Background: an optimization exercise with open tools, aiming at small area. Do not read the settings as production practice.
RTL that was checked went through simulation tests only; none was proved equivalent to the original.
No functional check of the RTL was part of runs 2 and 3.
No activity file was given, so power comes from the tool's default toggle rates.

==> design/flow/design.v <==
module seq_mac_unit #(
    parameter int N                  = 41,
    parameter int CLK_DIV_MULTIPLIER = 50
) (
    input  logic           clk_i,
    input  logic           rst_i,
    input  logic           MUL_Start_STRB_i,
    input  logic [2*N-1:0] a_i,
    input  logic [2*N-1:0] b_i,
    input  logic [2*N-1:0] acc_i,
    output logic           MUL_Done_STRB_o,
    output logic [2*N-1:0] out_o,
    output logic           busy_o
);
    localparam int W  = 2 * N;
    localparam int SW = $clog2(N + 1);
    localparam int DW = (CLK_DIV_MULTIPLIER > 1) ? $clog2(CLK_DIV_MULTIPLIER) : 1;
    localparam logic [N-1:0]  N_ONE     = N'(1);
    localparam logic [W-1:0]  W_ONE     = W'(1);
    localparam logic [SW-1:0] STEP_ONE  = SW'(1);
    localparam logic [SW-1:0] LAST_STEP = SW'(N - 1);
    localparam logic [DW-1:0] DIV_ONE   = DW'(1);
    localparam logic [DW-1:0] DIV_LAST  = DW'(CLK_DIV_MULTIPLIER - 1);
    typedef enum logic [1:0] {
        IDLE   = 2'd0,
        RUN    = 2'd1,
        FINISH = 2'd2
    } state_t;
    function automatic logic [N-1:0] magnitude(input logic [N-1:0] v);
        if (v[N-1]) begin
            magnitude = ~v + N_ONE;
        end else begin
            magnitude = v;
        end
    endfunction
    state_t        state_q,  state_d;
    logic [W-1:0]  mcand_q,  mcand_d;
    logic [N-1:0]  mplier_q, mplier_d;
    logic [W-1:0]  prod_q,   prod_d;
    logic [W-1:0]  acc_q,    acc_d;
    logic          sign_q,   sign_d;
    logic [SW-1:0] step_q,   step_d;
    logic [DW-1:0] div_q,    div_d;
    logic [W-1:0]  out_q,    out_d;
    logic          done_q,   done_d;
    logic          busy_q,   busy_d;
    logic [N-1:0]  a_n_s;
    logic [N-1:0]  b_n_s;
    logic          unused_upper_s;
    assign a_n_s = a_i[N-1:0];
    assign b_n_s = b_i[N-1:0];
    assign unused_upper_s = ^{a_i[W-1:N], b_i[W-1:N]};
    always_comb begin
        state_d  = state_q;
        mcand_d  = mcand_q;
        mplier_d = mplier_q;
        prod_d   = prod_q;
        acc_d    = acc_q;
        sign_d   = sign_q;
        step_d   = step_q;
        div_d    = div_q;
        out_d    = out_q;
        done_d   = 1'b0;
        busy_d   = busy_q;
        case (state_q)
            IDLE: begin
                if (MUL_Start_STRB_i) begin
                    state_d  = RUN;
                    mcand_d  = {{N{1'b0}}, magnitude(a_n_s)};
                    mplier_d = magnitude(b_n_s);
                    sign_d   = a_n_s[N-1] ^ b_n_s[N-1];
                    acc_d    = acc_i;
                    prod_d   = {W{1'b0}};
                    step_d   = {SW{1'b0}};
                    div_d    = {DW{1'b0}};
                    busy_d   = 1'b1;
                end else begin
                    state_d  = IDLE;
                end
            end
            RUN: begin
                if (div_q == DIV_LAST) begin
                    div_d = {DW{1'b0}};
                    if (mplier_q[0]) begin
                        prod_d = prod_q + mcand_q;
                    end else begin
                        prod_d = prod_q;
                    end
                    mcand_d  = {mcand_q[W-2:0], 1'b0};
                    mplier_d = {1'b0, mplier_q[N-1:1]};
                    step_d   = step_q + STEP_ONE;
                    if (step_q == LAST_STEP) begin
                        state_d = FINISH;
                    end else begin
                        state_d = RUN;
                    end
                end else begin
                    div_d = div_q + DIV_ONE;
                end
            end
            FINISH: begin
                out_d   = acc_q + (sign_q ? (~prod_q + W_ONE) : prod_q);
                done_d  = 1'b1;
                busy_d  = 1'b0;
                state_d = IDLE;
            end
            default: begin
                state_d = IDLE;
                busy_d  = 1'b0;
            end
        endcase
    end
    always_ff @(posedge clk_i or posedge rst_i) begin
        if (rst_i) begin
            state_q  <= IDLE;
            mcand_q  <= {W{1'b0}};
            mplier_q <= {N{1'b0}};
            prod_q   <= {W{1'b0}};
            acc_q    <= {W{1'b0}};
            sign_q   <= 1'b0;
            step_q   <= {SW{1'b0}};
            div_q    <= {DW{1'b0}};
            out_q    <= {W{1'b0}};
            done_q   <= 1'b0;
            busy_q   <= 1'b0;
        end else begin
            state_q  <= state_d;
            mcand_q  <= mcand_d;
            mplier_q <= mplier_d;
            prod_q   <= prod_d;
            acc_q    <= acc_d;
            sign_q   <= sign_d;
            step_q   <= step_d;
            div_q    <= div_d;
            out_q    <= out_d;
            done_q   <= done_d;
            busy_q   <= busy_d;
        end
    end
    assign out_o           = out_q;
    assign MUL_Done_STRB_o = done_q;
    assign busy_o          = busy_q;
endmodule
==> design/flow/run.sh <==
#!/bin/bash
# synth_recipe.tcl (not shown) runs the flow's synth.tcl, then flattens the netlist and writes it again
# the make line also repeats each setting of config.mk as NAME=value (left out here)
make -C /OpenROAD-flow-scripts/flow DESIGN_CONFIG=/design/flow/config.mk WORK_HOME=/design/flow/orfs CLKGATE_MAP_FILE= SYNTH_SCRIPT=/design/flow/synth_recipe.tcl finish
==> design/flow/config.mk <==
export PLATFORM = sky130hd
export DESIGN_NAME = seq_mac_unit
export DESIGN_NICKNAME = seq_mac_unit
export VERILOG_FILES = /design/flow/design.v
export SDC_FILE = /design/flow/constraint.sdc
export NUM_CORES = 4
export LEC_CHECK = 0
export CAP_MARGIN = 20
export CORE_MARGIN = 2
export CORE_UTILIZATION = 40
export SLEW_MARGIN = 20
==> design/flow/constraint.sdc <==
create_clock -name core_clock -period 10.0 [get_ports {clk_i}]
set_input_delay 2.0000 -clock core_clock [delete_from_list [all_inputs] [get_ports {clk_i}]]
set_output_delay 2.0000 -clock core_clock [all_outputs]
set_load 0.01 [all_outputs]
==> flow_metrics.env, run 1 <==
export IMPL_r2r_start="prod_q[14]$_DFFE_PP0P_"
export IMPL_clk_path_buf_depth=3
export IMPL_crit_path_start="prod_q[14]$_DFFE_PP0P_"
export IMPL_gp_congestion=0.9263
export IMPL_cts_setup_buffers=0
export IMPL_synth_common_cells="nand2_1 (624), dfrtp_1 (386), o21ai_0 (372), a21oi_1 (265), nor2_1 (206)"
export IMPL_fin_crit_sh_pct=70.83
export IMPL_synth_ff_type="dfrtp_1"
export IMPL_path_clk_slew_ps=60
export IMPL_hpwl_um=60240
export IMPL_yosysTopAreaCellShare_pct=34.72
export IMPL_crit_arrival_ps=7610
export IMPL_skew_ps=32.81
export IMPL_crit_path_end_kind="flip-flop"
export IMPL_hold_viol_final=0
export IMPL_antenna_found_initial=15
export IMPL_synthTopCellsByArea="dfrtp_1 (35%), nand2_1 (8.4%), ha_1 (7.8%)"
export IMPL_coreArea_um2=68710
export IMPL_drive_gt1_share_pct=3.808
export IMPL_setup_viol=0
export IMPL_grt_first_pass_wirelength_um=127700
export IMPL_grt_ovfl_total=0
export IMPL_tightestPinTransition_ps=1141
export IMPL_synth_edf_count=0
export IMPL_dieArea_um2=71670
export IMPL_num_vias=25070
export IMPL_holdWs_ps=474.9
export IMPL_multiInputGateArea_um2=17270
export IMPL_cts_tree="yes"
export IMPL_final_nets=3989
export IMPL_critPathRequiredTime_ps=10520
export IMPL_ctsResizeCount=0
export IMPL_ff_latch_area_um2=9661
export IMPL_grt_max_degree=145
export IMPL_path_delay_family="simple AND/OR/NAND/NOR gates"
export IMPL_worst_path_most_repeated_cell="or3_1"
export IMPL_syn_inst=3441
export IMPL_synth_nets=3866
export IMPL_grt_pass1_vias=23320
export IMPL_synth_cell_type_count=69
export IMPL_dieWidth_um=267.7
export IMPL_drt_iter0_markers=1554
export IMPL_nFillCells=6765
export IMPL_leakagePower_uw=0.01516
export IMPL_routed_via_density=5.525
export IMPL_postCtsHoldBufs=0
export IMPL_path_buf_inv=0
export IMPL_dr_pass1_iters=5
export IMPL_status="finished clean"
export IMPL_io_buffers=250
export IMPL_critPathKind="flip-flop to flip-flop"
export IMPL_max_freq_mhz=141.2
export IMPL_grt_usage_pct=22.05
export IMPL_worstPathMaxFanout=6
export IMPL_fin_crit_ps=7083
export IMPL_slew_headroom_pct=23.92
export IMPL_dieHeight_um=267.7
export IMPL_wl_per_cell_um=17.64
export IMPL_fin_tns_setup_ps=0
export IMPL_cts_max_level=2
export IMPL_cp_slowest_stage_delay_ps=640
export IMPL_rows=96
export IMPL_slew_violations=0
export IMPL_yosysMostFrequentCell="nand2_1"
export IMPL_ys_seq_elements=386
export IMPL_cap_viol_max_count=0
export IMPL_yosysSeqAreaShare_pct=34.72
export IMPL_worstSkewPairLatency_ps=590
export IMPL_rsz0062_at_grt="no"
export IMPL_syn_area_per_cell_um2=8.084
export IMPL_clock_power_share_pct=31.4
export IMPL_hold_start="out_q[53]$_DFFE_PP0P_"
export IMPL_cts_sinks=386
export IMPL_synth_largest_area_cell="dfrtp_1"
export IMPL_ys_async_sr_fraction_pct=100.0
export IMPL_ios=333
export IMPL_seqPwrFrac_pct=34.5
export IMPL_numCtsBuffers=45
export IMPL_crit_chain="or4_1 -> or3_1 -> or3_1 -> or3_1 -> or2_2 -> nor2_1 -> nand4_1 -> or2_2 -> nand2_1 -> xnor2_1 -> ha_1 -> and2_1 -> a221oi_1 -> o21ai_0 -> a221oi_1 -> a21boi_0 -> o21ai_0 -> or4b_2 -> nand3_1"
export IMPL_p_int_uw=3435
export IMPL_cp_slowest_cell="or4b_2"
export IMPL_antenna_left=0
export IMPL_syn_cell_area_um2=27820
export IMPL_routed_wl_um=80010
export IMPL_p_switching_uw=2000
export IMPL_pwr_density_cell_nw_per_um2=167.1
export IMPL_initial_utilization_pct=40.49
export IMPL_drcViolationCount=0
export IMPL_swShare_pct=36.80
export IMPL_clockRootBuffer="clkbuf_16"
export IMPL_pwr_share_comb_pct=34.1
export IMPL_vdd_drop_max_mv=0.1028
export IMPL_area_growth_synth_to_final_pct=16.91
export IMPL_yosysWarnings=1
export IMPL_crit_path_start_kind="flip-flop"
export IMPL_hold_class="flip-flop to flip-flop"
==> placed cells by master, fill, tap and decap left out, types with 17 or more instances in the layout <==
cell,synthesis,final
a211oi_1,20,20
a21o_1,123,123
a21oi_1,265,264
a22o_1,42,42
a31oi_1,21,21
and3_1,23,23
buf_4,0,21
clkbuf_16,0,47
clkdlybuf4s50_1,0,250
dfrtp_1,386,385
ha_1,174,174
inv_1,54,53
nand2_1,624,621
nand3_1,114,114
nand4_1,61,61
nor2_1,206,205
nor3_1,48,48
o211ai_1,17,17
o21a_1,24,24
o21ai_0,372,372
o21bai_1,41,41
o31ai_1,65,65
o41ai_1,28,28
or2_2,18,18
or3_1,21,21
or4_1,25,25
xnor2_1,193,193
xor2_1,108,108
==> worst reg2reg max path: cells and delay by family, from the launching register on <==
kind / cells / cell delay (ps)
AO/OA/AOI/OAI: 5 / 1700
XOR/XNOR: 1 / 250
adder cells (fa/ha/maj): 1 / 390
flip-flops: 1 / 450
AND/OR/NAND/NOR: 12 / 4260
==> power by group through the flow <==
stage          Clock, uW  Sequential (uW)  Combinational [uW]
2_1_floorplan          0             1820                1380
3_3_place_gp           0             1900                1820
3_5_place_dp           0             1900                1830
4_1_cts             1750             1870                1830
5_1_grt             1810             1900                2070
6_report            1710             1880                1850
==> registers in the layout, summed over array words and instances (netlist names) <==
| signal | cells |
|---|---|
| sign_q | 1 |
| done_q | 1 |
| acc_q | 82 |
| div_q | 6 |
| step_q | 6 |
| out_q | 82 |
| mcand_q | 82 |
| mplier_q | 41 |
| state_q | 2 |
| prod_q | 82 |
| busy_q | 1 |
==> path summary, 6_finish.rpt <==
path                            slack (ps)               endpoint  depth (start not counted)
worst max-delay path                  2920  out_q[80]$_DFFE_PP0P_                         19
worst min-delay path                   470  out_q[53]$_DFFE_PP0P_                          2
worst max register to register        2920  out_q[80]$_DFFE_PP0P_                         19
worst min register to register         470  out_q[53]$_DFFE_PP0P_                          2
max in group asynchronous             6420     sign_q$_DFFE_PP0P_                          4
min in group asynchronous             2000  out_q[15]$_DFFE_PP0P_                          3
==> routing by layer <==
metal | vias up | GRT usage (%) | part of all wire [%]
met4 | 16 | 4.650 | 1.8
met3 | 97 | 3.816 | 6.0
met2 | 602 | 32.64 | 42
li1 | 12620 | - | -
met1 | 11730 | 33.41 | 50
met5 | - | 0 | 0.13
==> cells by family (layout without fill, tap and decap cells) <==
family	count (synthesis)	count (layout)	share of synthesized area, %
simple gates	1213	1213	19.41
fa+ha+maj	176	176	7.970
buf+inv	251	408	3.391
xor+xnor	301	301	9.477
mux	4	4	0.1439
other cells	0	8	0
compound gates	1110	1110	24.89
flops	386	386	34.72
==> area by class of cell <==
cell class / instances / share of cell area, %
multi-input combinational: 2804 / 53.11
clock inverter: 19 / 0.7079
sequential: 386 / 29.70
inverter: 55 / 0.6463
clock buffer: 62 / 3.943
tap: 931 / 3.582
antenna: 8 / 0.06156
timing repair buffer: 272 / 8.241
==> per-stage QoR <==
stage / area, um^2 / util (%) / setup slack [ps] / instances / total power (uW)
after floorplan: 27820 / - / 2810 / 3441 / 3201
after global placement: 30990 / 45.10 / 3009 / 4448 / 3718
after detailed placement: 30990 / 45.10 / 2948 / 4448 / 3724
after CTS: 32500 / 47.31 / 2948 / 4529 / 5453
after global routing: 32510 / 47.32 / 2606 / 4533 / 5777
final: 32520 / 47.34 / 2917 / 4537 / 5435
==> run 2, diff against run 1 <==
==> design/flow/design.v (replaced) <==
module seq_mac_unit #(
    parameter int N                  = 41,
    parameter int CLK_DIV_MULTIPLIER = 50
) (
    input  logic           clk_i,
    input  logic           rst_i,
    input  logic           MUL_Start_STRB_i,
    input  logic [2*N-1:0] a_i,
    input  logic [2*N-1:0] b_i,
    input  logic [2*N-1:0] acc_i,
    output logic           MUL_Done_STRB_o,
    output logic [2*N-1:0] out_o,
    output logic           busy_o
);
    localparam int W = 2 * N;
    localparam int LAT = N * CLK_DIV_MULTIPLIER + 1;
    localparam int P   = N + 1;            
    localparam logic [5:0] P_LAST   = 6'(P - 1);
    localparam logic [5:0] P_SIGN   = 6'(N - 1);
    localparam logic [5:0] S_SUB    = 6'(N - 1);    
    localparam logic [5:0] S_FINAL  = 6'(N);        
    localparam logic [5:0] S_DONE   = 6'((LAT - 1) / P);
    localparam logic [5:0] P_DONE   = 6'((LAT - 1) % P);
    logic          busy_q, done_q;
    logic [5:0]    p_q, s_q;
    logic          c_q;
    logic [N-1:0]  h_q, l_q;
    logic [N:0]    a_q;        
    logic [N-1:0]  ah_q;       
    logic accept, last, p_last, p_sign, in_mul, in_fin, sub;
    logic h0, x, sum, maj, s41;
    logic unused_upper_s;
    assign unused_upper_s = ^{a_i[W-1:N], b_i[W-1:N]};
    assign accept = MUL_Start_STRB_i & ~busy_q;
    assign p_last = (p_q == P_LAST);
    assign p_sign = (p_q == P_SIGN);
    assign last   = (s_q == S_DONE) & (p_q == P_DONE);
    assign in_mul = (s_q < S_FINAL);
    assign in_fin = (s_q == S_FINAL) & ~p_last;
    assign sub    = (s_q == S_SUB);
    assign h0  = h_q[0];
    assign x   = in_mul ? ((l_q[0] & a_q[0]) ^ sub) : ah_q[0];
    assign sum = h0 ^ x ^ c_q;
    assign maj = (h0 & x) | (c_q & (h0 ^ x));
    assign s41 = h0 ^ x ^ maj;      
    always_ff @(posedge clk_i or posedge rst_i) begin
        if (rst_i) begin
            busy_q <= 1'b0;
            done_q <= 1'b0;
        end else begin
            busy_q <= accept | (busy_q & ~last);
            done_q <= busy_q & last;
        end
    end
    always_ff @(posedge clk_i) begin
        if (!busy_q) begin
            p_q <= 6'd0;
            s_q <= 6'd0;
        end else if (p_last) begin
            p_q <= 6'd0;
            s_q <= s_q + 6'd1;
        end else begin
            p_q <= p_q + 6'd1;
        end
    end
    always_ff @(posedge clk_i) begin
        if (!busy_q) begin
            a_q  <= {acc_i[N-1], a_i[N-1:0]};
            ah_q <= acc_i[W-1:N];
        end else begin
            a_q  <= {a_q[0], a_q[N:1]};
            ah_q <= {ah_q[0], ah_q[N-1:1]};
        end
    end
    always_ff @(posedge clk_i) begin
        if (!busy_q) begin
            c_q <= 1'b0;
        end else if (p_last) begin
            c_q <= (s_q == S_SUB - 6'd1) | (sub & a_q[0]);
        end else if (p_sign & in_mul) begin
            c_q <= s41;
        end else begin
            c_q <= maj;
        end
    end
    logic sel_ld, sel_step, sel_rot, sel_hold;
    logic [N-1:0] h_d, l_d;
    assign sel_ld   = accept;
    assign sel_step = busy_q & in_mul & p_last;
    assign sel_rot  = busy_q & (in_mul | in_fin) & ~p_last;
    assign sel_hold = ~(sel_ld | sel_step | sel_rot);
    assign h_d = ({N{sel_ld}}   & acc_i[N-1:0])
               | ({N{sel_step}} & {c_q, h_q[N-1:1]})
               | ({N{sel_rot}}  & {sum, h_q[N-1:1]})
               | ({N{sel_hold}} & h_q);
    assign l_d = ({N{sel_ld}}   & b_i[N-1:0])
               | ({N{sel_step}} & {h_q[0], l_q[N-1:1]})
               | ({N{~(sel_ld | sel_step)}} & l_q);
    always_ff @(posedge clk_i) begin
        h_q <= h_d;
        l_q <= l_d;
    end
    assign out_o           = {h_q, l_q};
    assign MUL_Done_STRB_o = done_q;
    assign busy_o          = busy_q;
endmodule
==> run 2 against run 1 <==
Largest power group unchanged; core utilization grew 13 points; still clean; sequential power shrank 41%; die area fell by 75%; non-clock buffer count is 17 lower; via count shrank 80%; first-iteration DRC count decreased by 89%; maximum frequency grew 82%; clock skew shrank 23 ps; register-to-register slack improved by 4300 ps; count of clock-buffer cells in the layout decreased by 44; area after synthesis decreased by 76%.
==> flow_metrics.env, run 2 <==
export IMPL_status="finished clean"
export IMPL_final_common_cell="clkdlybuf4s50_1"
export IMPL_grt_ovfl_total=0
export IMPL_place_inst=1029
export IMPL_fin_tns_setup_ps=0
export IMPL_clk_path_buf_depth=2
export IMPL_grt_max_degree=93
export IMPL_dieHeight_um=133.4
export IMPL_vdd_drop_max_mv=0.1383
export IMPL_path_clk_slew_ps=70
export IMPL_yosysTopAreaCellShare_pct=53.24
export IMPL_numCtsBuffers=17
export IMPL_cts_sinks=180
export IMPL_rows=47
export IMPL_ys_seq_elements=180
export IMPL_worstSkewPairLatency_ps=430
export IMPL_hold_start="a_q[9]$_DFF_P_"
export IMPL_io_buffers=250
export IMPL_synth_edf_count=0
export IMPL_routed_wl_um=15830
export IMPL_r2r_start="s_q[0]$_SDFFE_PN0N_"
export IMPL_largest_reg_flops=42
export IMPL_final_cell_area_um2=9881
export IMPL_drt_iter0_markers=167
export IMPL_coreArea_um2=16470
export IMPL_final_nets=1088
export IMPL_setup_viol=0
export IMPL_slew_violations=0
export IMPL_skew_ps=9.673
export IMPL_hold_viol_final=0
export IMPL_dr_pass1_iters=4
export IMPL_num_vias=5137
export IMPL_yosysWarnings=1
export IMPL_drive_gt1_share_pct=15.32
export IMPL_yosysMostFrequentCell="dfxtp_1"
export IMPL_synthTopCellsByArea="dfxtp_1 (53%), mux2_2 (14%), a22o_1 (5.2%)"
export IMPL_crit_path_start="MUL_Start_STRB_i"
export IMPL_final_cell_mix="clkdlybuf4s50_1 (250), dfxtp_1 (178), nand2_1 (91)"
export IMPL_leakagePower_uw=0.004329
export IMPL_dieArea_um2=17780
export IMPL_synth_cell_type_count=41
export IMPL_top_register="a_q"
export IMPL_gp_congestion=0.7870
export IMPL_diodes=0
export IMPL_drcViolationCount=0
export IMPL_pwr_density_cell_nw_per_um2=259.7
export IMPL_crit_path_end_kind="flip-flop"
export IMPL_critPathRequiredTime_ps=10300
export IMPL_synth_ff_type="dfxtp_1"
export IMPL_syn_cell_area_um2=6693
export IMPL_place_area_um2=9283
export IMPL_ctsResizeCount=0
export IMPL_rsz0062_at_grt="no"
export IMPL_cts_tree="yes"
export IMPL_synth_nets=853
export IMPL_crit_arrival_ps=4190
export IMPL_dieWidth_um=133.4
export IMPL_instances_no_fill=1062
export IMPL_hold_class="flip-flop to flip-flop"
export IMPL_antenna_found_initial=0
export IMPL_worstPathMaxFanout=84
export IMPL_cts_setup_buffers=0
export IMPL_tightestPinTransition_ps=955.5
export IMPL_ios=333
export IMPL_slew_headroom_pct=36.30
export IMPL_fin_crit_ps=3887
export IMPL_critPathKind="input pin to flip-flop"
export IMPL_grt_usage_pct=17.85
export IMPL_ys_async_sr_fraction_pct=1.111
export IMPL_crit_path_start_kind="input pin"
export IMPL_antenna_left=0
export IMPL_synth_common_cells="dfxtp_1 (178), nand2_1 (91), mux2_2 (83), a22oi_1 (41)"
export IMPL_grt_first_pass_wirelength_um=25580
export IMPL_wl_per_cell_um=14.90
export IMPL_initial_utilization_pct=40.65
export IMPL_syn_area_per_cell_um2=11.27
export IMPL_grt_pass1_vias=5029
export IMPL_cts_max_level=4
export IMPL_clockRootBuffer="clkbuf_16"
export IMPL_max_freq_mhz=257.2
export IMPL_postCtsHoldBufs=0
export IMPL_syn_inst=594
export IMPL_synth_largest_area_cell="dfxtp_1"
export IMPL_area_growth_synth_to_final_pct=47.64
export IMPL_routed_via_density=4.837
export IMPL_fin_crit_sh_pct=38.87
export IMPL_hpwl_um=11020
export IMPL_cap_viol_max_count=0
export IMPL_yosysSeqAreaShare_pct=53.99
-- run 2: cell types whose count changed after synthesis, sizes merged, moves of 102 or more --
cell	change
xor2	-102
xnor2	-189
dfrtp	-384
nand3	-111
dfxtp	+178
nor2	-188
nand2	-533
clkbuf	-161
a21oi	-261
ha	-166
o21ai	-370
-- run 2: per-layer routing --
metal  GRT usage (%)  wire length, um  share of wire [%]
met4           6.206              197                1.2
met1           21.68             6845                 43
met3           6.583             1247                7.9
met2           29.24             7534                 48
met5               0                0                  0
-- run 2: stage by stage --
stage / hold slack (ps) / worst slack (ps) / util (%) / total power [uW]
after global routing: 468.3 / 6012 / 60.01 / 2725
after detailed placement: 439.7 / 5726 / 56.38 / 1940
after CTS: 457.6 / 5634 / 59.84 / 2597
after floorplan: 432.9 / 6843 / - / 1491
final: 453.2 / 6113 / 60.01 / 2566
after global placement: 434.9 / 5776 / 56.38 / 1919
-- run 2: worst paths after layout --
kind | end | slack [ps] | cells past startpoint
setup reg to reg | h_q[40]$_DFF_P_ | 7260 | 8
hold / removal | a_q[8]$_DFF_P_ | 450 | 1
max in group asynchronous | busy_q$_DFF_PP0_ | 8150 | 2
hold reg to reg | a_q[8]$_DFF_P_ | 450 | 1
min in group asynchronous | done_q$_DFF_PP0_ | 1730 | 2
setup / recovery | h_q[40]$_DFF_P_ | 6110 | 5
-- run 2: final cells by class --
class,count,area (um^2)
multi-input cells,368,2831
clock inverters,14,141.4
flip-flops and latches,180,3617
inverters,7,26.28
repair buffers,255,2560
fillers,1411,6585
clock buffers,18,429.2
well taps,220,275.3
-- run 2: worst max-delay path, stage by stage --
cell	delay [ps]
clkdlybuf4s50_1	490
nor2b_4	140
buf_4	710
nor2_4	380
a221o_1	390
-- run 2: cells by family (layout without fill, tap and decap cells) --
group / Yosys count / after routing / synth area share [%]
DFF: 180 / 180 / 53.99
AOI/OAI and AO/OA: 133 / 133 / 15.72
and+or+nand+nor: 131 / 131 / 8.918
muxes: 84 / 84 / 14.11
buffers and inverters: 46 / 294 / 3.851
adders and majority gates: 10 / 10 / 2.094
xor gates and xnor gates: 10 / 10 / 1.309
-- run 2: where the power goes --
group          internal [uW]  total [uW]  leakage, uW  switching, uW
Combinational            511         812      0.00254            301
Clock                    352         647     0.000278            295
Sequential               947        1110      0.00152            160
==> run 3, diff against run 2 <==
==> design/flow/flow/run.sh (new file) <==
#!/bin/bash
# Standard ORFS layout (the standard.sh, standard synthesis unchanged) with
# two changes of cell choice: the port buffers are the smallest buffer, and
# the clock tree uses small clock buffers without dummy loads.
set -euo pipefail
export BUFFER_PORTS_ARGS="-buffer_cell sky130_fd_sc_hd__buf_1"
export CTS_ARGS="-sink_clustering_enable -repair_clock_nets -dont_use_dummy_load -buf_list sky130_fd_sc_hd__clkbuf_8 -root_buf sky130_fd_sc_hd__clkbuf_8"
bash standard.sh > standard.log 2>&1
==> design/flow/standard.sh (new file) <==
#!/bin/bash
# synth_recipe.tcl (not shown) runs the flow's synth.tcl, then flattens the netlist and writes it again
# the make line also repeats each setting of config.mk as NAME=value (left out here)
make -C /OpenROAD-flow-scripts/flow DESIGN_CONFIG=/design/flow/config.mk WORK_HOME=/design/flow/orfs CLKGATE_MAP_FILE= SYNTH_SCRIPT=/design/flow/synth_recipe.tcl "${@:-finish}"
removed: design/flow/run.sh
==> run 3 against run 2 <==
Still clean on timing, DRC and antenna; worst setup slack better by 25 ps; maximum frequency grew 0.65%; synthesized cell count did not move; non-clock buffer count did not move; clock power down 44%; critical path depth did not move; hold slack got worse by 5.6 ps; critical path type unchanged; largest cell class unchanged; largest power group unchanged.
==> flow_metrics.env, run 3 <==
export IMPL_antenna_found_initial=0
export IMPL_yosysMostFrequentCell="dfxtp_1"
export IMPL_fin_tns_setup_ps=0
export IMPL_fin_crit_sh_pct=38.62
export IMPL_synth_common_cells="dfxtp_1 (178), nand2_1 (91), mux2_2 (83), a22oi_1 (41)"
export IMPL_yosysTopAreaCellShare_pct=53.24
export IMPL_syn_cell_area_um2=6693
export IMPL_p_int_uw=1377
export IMPL_crit_path_start_kind="input pin"
export IMPL_dieArea_um2=17780
export IMPL_final_cell_mix="buf_1 (250), dfxtp_1 (178), nand2_1 (91)"
export IMPL_vdd_drop_max_mv=0.09907
export IMPL_synth_largest_area_cell="dfxtp_1"
export IMPL_final_cell_area_um2=7960
export IMPL_area_growth_synth_to_final_pct=18.94
export IMPL_ys_seq_elements=180
export IMPL_status="finished clean"
export IMPL_syn_inst=594
export IMPL_final_common_cell="buf_1"
export IMPL_fin_crit_ps=3862
export IMPL_dieWidth_um=133.4
export IMPL_yosysSeqAreaShare_pct=53.99
export IMPL_grt_usage_pct=15.72
export IMPL_pwr_density_cell_nw_per_um2=256.5
export IMPL_total_power_uw=2042
export IMPL_clk_path_buf_depth=2
export IMPL_drcViolationCount=0
export IMPL_syn_area_per_cell_um2=11.27
export IMPL_grt_ovfl_total=0
export IMPL_ios=333
export IMPL_dr_pass1_iters=5
export IMPL_crit_path_end_kind="flip-flop"
export IMPL_grt_pass1_vias=4800
export IMPL_cp_slowest_stage_delay_ps=790
export IMPL_grt_max_degree=87
export IMPL_worstSkewPairLatency_ps=430
export IMPL_cap_viol_max_count=0
export IMPL_synthTopCellsByArea="dfxtp_1 (53%), mux2_2 (14%), a22o_1 (5.2%)"
export IMPL_antenna_left=0
export IMPL_grt_first_pass_wirelength_um=22740
export IMPL_slew_violations=0
export IMPL_coreArea_um2=16470
export IMPL_synth_nets=853
export IMPL_dieHeight_um=133.4
export IMPL_hold_class="flip-flop to flip-flop"
export IMPL_p_switching_uw=664.3
export IMPL_tightestPinTransition_ps=1051
export IMPL_routed_wl_um=14270
export IMPL_clockRootBuffer="clkbuf_8"
export IMPL_initial_utilization_pct=40.65
export IMPL_pwr_share_comb_pct=28.0
export IMPL_crit_path_start="MUL_Start_STRB_i"
export IMPL_yosysWarnings=1
export IMPL_final_nets=1088
export IMPL_rows=47
export IMPL_cts_tree="yes"
export IMPL_ys_async_sr_fraction_pct=1.111
export IMPL_io_buffers=250
export IMPL_place_area_um2=7726
export IMPL_worstPathMaxFanout=43
export IMPL_clock_power_share_pct=17.8
export IMPL_gp_congestion=0.7789
export IMPL_seqPwrFrac_pct=54.2
export IMPL_slew_headroom_pct=29.93
export IMPL_cp_slowest_cell="nor2b_4"
export IMPL_drive_gt1_share_pct=13.91
export IMPL_crit_arrival_ps=4150
export IMPL_cts_setup_buffers=0
export IMPL_postCtsHoldBufs=0
export IMPL_largest_reg_flops=42
export IMPL_hold_start="a_q[40]$_DFF_P_"
export IMPL_num_vias=5017
export IMPL_r2r_start="s_q[0]$_SDFFE_PN0N_"
export IMPL_setup_viol=0
export IMPL_nFillCells=1649
export IMPL_ctsResizeCount=0
export IMPL_cts_max_level=4
export IMPL_synth_edf_count=0
export IMPL_wl_per_cell_um=13.63
export IMPL_max_freq_mhz=258.9
export IMPL_synth_ff_type="dfxtp_1"
export IMPL_skew_ps=37.06
export IMPL_critPathRequiredTime_ps=10290
export IMPL_numCtsBuffers=17
export IMPL_diodes=0
export IMPL_leakagePower_uw=0.003503
export IMPL_utilization_pct=48.34
export IMPL_critPathKind="input pin to flip-flop"
export IMPL_top_register="a_q"
export IMPL_routed_via_density=4.792
export IMPL_swShare_pct=32.54
export IMPL_path_clk_slew_ps=80
export IMPL_crit_chain="buf_1 -> nor2b_4 -> buf_4 -> nor2_4 -> a221o_1"
export IMPL_hpwl_um=9719
export IMPL_hold_viol_final=0
export IMPL_synth_cell_type_count=41
export IMPL_rsz0062_at_grt="no"
export IMPL_cts_sinks=180
export IMPL_drt_iter0_markers=219
run 3: cell counts after synthesis:
No cell type changed its count.
run 3: worst paths after layout:
kind	slack, ps	cells past startpoint	end
max in group asynchronous	8510	2	busy_q$_DFF_PP0_
min	450	1	a_q[39]$_DFF_P_
max	6140	5	h_q[40]$_DFF_P_
min reg2reg	450	1	a_q[39]$_DFF_P_
max reg2reg	7230	8	h_q[40]$_DFF_P_
min in group asynchronous	1370	2	busy_q$_DFF_PP0_
run 3: stage by stage:
step                setup slack [ps]  hold WS, ps  std cells
floorplan                       6843        432.9        594
global placement                5713        436.6       1030
detailed placement              5727        438.7       1030
CTS                             6174        453.3       1047
global route                    5989        453.9       1047
finish                          6138        447.6       1047
run 3: routing by layer:
metal	vias to the layer above	global-route usage [%]	routed length (um)
met5	-	0	0
li1	2543	-	-
met1	2303	19.92	6477
met4	0	4.669	152
met2	161	24.34	6400
met3	10	6.849	1241
run 3: logic make-up (layout without fill, tap and decap cells):
| kind of cell | after synthesis | in the layout | share of synthesized area [%] |
|---|---|---|---|
| flip-flops | 180 | 180 | 53.99 |
| AO/OA/AOI/OAI | 133 | 133 | 15.72 |
| AND/OR/NAND/NOR | 131 | 131 | 8.918 |
| multiplexers | 84 | 84 | 14.11 |
| buffers and inverters | 46 | 279 | 3.851 |
| adder cells (fa/ha/maj) | 10 | 10 | 2.094 |
| XOR/XNOR | 10 | 10 | 1.309 |
run 3: layout make-up:
class / instances / area [um^2] / share of cell area (%)
multi-input cells: 368 / 2831 / 35.57
repair buffers: 255 / 975.9 / 12.26
flip-flops and latches: 180 / 3617 / 45.44
clock buffers: 17 / 234.0 / 2.939
well taps: 220 / 275.3 / 3.458
inverters: 7 / 26.28 / 0.3301
run 3: critical path: cells and delay by family:
| family | cells | cell delay [ps] |
|---|---|---|
| AO/OA/AOI/OAI | 1 | 350 |
| AND/OR/NAND/NOR | 2 | 1080 |
| buffers and inverters | 2 | 670 |
run 3: power groups by stage:
stage          Clock [uW]  Sequential (uW)  Combinational [uW]
2_1_floorplan           0             1160                 327
3_3_place_gp            0             1120                 572
3_5_place_dp            0             1120                 578
4_1_cts               387             1110                 580
5_1_grt               409             1140                 639
6_report              364             1110                 572

## static timing again, ports no longer ideal
How much do the figures lean on ideal ports? The routed layouts below were timed once more, with nothing changed but the port constraints.
Step 1 assumes that a clkbuf_16 drives the clock port and a buf_2 every other input.
Step 2, shift: input delay + t, output delay - t, t = (earliest + latest rising clock arrival at the registers) / 2. This alone moves slack from input paths to output paths.
a / b / c = ideal / step 1 / step 2; a / b = the first two.
run	t (ns)	setup slack, ns	hold slack, ns	worst register clock-pin slew, ns
run 1	0.641	2.917 / 2.917 / 2.917	0.475 / 0.475 / 0.475	0.07 / 0.07
run 2	0.462	6.113 / 6.120 / 5.659	0.453 / 0.453 / 0.453	0.07 / 0.07
run 3	0.454	6.138 / 6.140 / 5.687	0.448 / 0.448 / 0.448	0.10 / 0.10
After both steps every run listed still meets setup and hold. For run 2, which loses most, drivers alone change the setup slack by +0.007 ns; drivers and shift together by -0.454 ns.
